What follows belongs to an exercise in optimizing a design on an open flow for small area, a short achievable clock period and few clock cycles; a production flow would make more cautious choices. The RTL was checked by simulation tests, not by an equivalence proof against the original design. Power figures rest on the tool's default switching activity, not on a simulated workload.

== north ==
## rc4_stream_cipher
module rc4_stream_cipher #(
  parameter int KEY_DEPTH = rc4_pkg::KEY_DEPTH_DEF
) (
  input  logic               clk,
  input  logic               rst,
  input  logic               cfg_valid,
  output logic               cfg_ready,
  input  logic [8:0]         cfg_data,
  input  logic               in_valid,
  output logic               in_ready,
  input  logic [17:0]        in_data,
  output logic               out_valid,
  input  logic               out_ready,
  output logic [17:0]        out_data
);
  localparam int QN = 6;
  logic [17:0] f0, f1;
  logic [1:0]  fcnt;
  logic        acc, cons;
  assign acc = in_valid && in_ready;
  always_ff @(posedge clk) begin
    if (rst) begin
      fcnt     <= 2'd0;
      in_ready <= 1'b1;
    end else begin
      fcnt     <= fcnt - 2'(cons) + 2'(acc);
      in_ready <= (fcnt - 2'(cons) + 2'(acc)) != 2'd2;
    end
  end
  always_ff @(posedge clk) begin
    if (acc && (fcnt - 2'(cons)) == 2'd0) begin
      f0 <= in_data;
    end else if (cons) begin
      f0 <= f1;
    end
    if (acc && (fcnt - 2'(cons)) == 2'd1) begin
      f1 <= in_data;
    end
  end
  logic [2047:0] s;         
  logic [2047:0] key;       
  logic [8:0]    key_len;
  logic          keyed;
  logic [1:0]    ph;        
  logic [7:0]    o;         
  logic [7:0]    ip;        
  logic [7:0]    jr;        
  logic [7:0]    jrn;       
  logic [7:0]    jrs;       
  logic [7:0]    sreg;      
  logic [7:0]    bsum;      
  logic [7:0]    kq;        
  logic [7:0]    kpos;      
  logic [1:0]    kph;       
  logic [7:0]    kc [4];    
  logic          pw;        
  logic          pw2;       
  logic          init_q;    
  logic          w0q;       
  ...
Size in the first run: roughly 13000 cells after synthesis, ~53 I/O pins, roughly 0.19 mm² of cells after synthesis.
export LEC_CHECK = 0
export CAP_MARGIN = 20
export CORE_MARGIN = 2
export CORE_UTILIZATION = 40
export CTS_CLUSTER_DIAMETER = 70
export CTS_CLUSTER_SIZE = 25
export SETUP_SLACK_MARGIN = 5
export SLEW_MARGIN = 60
create_clock -name core_clock -period 10.0 [get_ports {clk}]
run.sh (not shown) runs the stock make flow with config.mk's settings and CLKGATE_MAP_FILE= SYNTH_SCRIPT=/design/flow/synth_recipe.tcl, a recipe that flattens the netlist after the stock synthesis.
Both conditions hold for north: the flow ran to the end and the final layout passed the timing, design-rule and antenna checks.
Testbench counts of north, summed over its fixed seeds: cycles 10,874.
For south, these inputs were changed with respect to north:
# north
export LEC_CHECK = 0
export CAP_MARGIN = 20
export CORE_MARGIN = 2
export CORE_UTILIZATION = 40
export CTS_CLUSTER_DIAMETER = 70
export CTS_CLUSTER_SIZE = 25
export SETUP_SLACK_MARGIN = 5
export SLEW_MARGIN = 60
create_clock -name core_clock -period 10.0 [get_ports {clk}]
# south
export LEC_CHECK = 0
export CAP_MARGIN = 20
export CORE_MARGIN = 2
export CORE_UTILIZATION = 40
export CTS_CLUSTER_DIAMETER = 100
export CTS_CLUSTER_SIZE = 30
export SETUP_SLACK_MARGIN = 5
export SLEW_MARGIN = 60
create_clock -name core_clock -period 10.0 [get_ports {clk}]
Results
- Going from north to south, number of non-clock buffers shrank slightly.
- Compared with north, south supports a lower clock frequency.
- Multi-input logic area of south is on par with north.
- Compared to north, south has final hold slack 0.0047 ns lower.
- Pin slew with the least headroom to its limit across north and south: no real change.
- Growth of design area from synthesis to finish in south is 2.7 points below north.
- south vs north on part of the power in the clock network: south is the lower one.
- Compared with north, south degrades final worst setup slack.
Modified inputs, east compared to south
# south
export LEC_CHECK = 0
export CAP_MARGIN = 20
export CORE_MARGIN = 2
export CORE_UTILIZATION = 40
export CTS_CLUSTER_DIAMETER = 100
export CTS_CLUSTER_SIZE = 30
export SETUP_SLACK_MARGIN = 5
export SLEW_MARGIN = 60
create_clock -name core_clock -period 10.0 [get_ports {clk}]
# east
export LEC_CHECK = 0
export CAP_MARGIN = 20
export CORE_MARGIN = 2
export CORE_UTILIZATION = 40
export SETUP_SLACK_MARGIN = 5
export SLEW_MARGIN = 60
create_clock -name core_clock -period 10.0 [get_ports {clk}]
Results
Looking at number of global-route vias before repair across south and east, the one that comes out lower is south.
Taking south as 1.0, east lands at 2.7 on layout clock buffer count.
Comparing south against east, there is no change at all in half-perimeter wire length of the detailed placement result.
Clock distribution area overhead in the final layout sits higher in east than in south.
Sort south and east by global-route usage asc -> top: south
Between south and east, the internal power of the cells is lower for south.
Against south, east comes in 1.8 points lower on fraction of power spent switching nets.
south leaves more setup margin than east.

separate check: timing with driven ports:
No port has a modelled driver above. Below, the same layouts with a new extraction and two added sets of constraints.
Step 1, drivers: a clkbuf_16 drives clk and a buf_2 each remaining input, both assumed.
Step 2 moves the port delays by t, midway between the first and last clock arrival at a register: inputs arrive t later, outputs are due t later. That takes back most of the time a late clock gives input paths.
a / b / c = ideal / step 1 / step 2; a / b = the first two.
run	t, ns	setup WS [ns]	slew at the worst register clock pin (ns)
north	1.072	5.448 / 5.448 / 5.448	0.11 / 0.11
south	1.034	5.434 / 5.434 / 5.434	0.12 / 0.12
east	1.112	5.381 / 5.381 / 5.381	0.07 / 0.07
After both steps setup and hold are still met in every run listed.
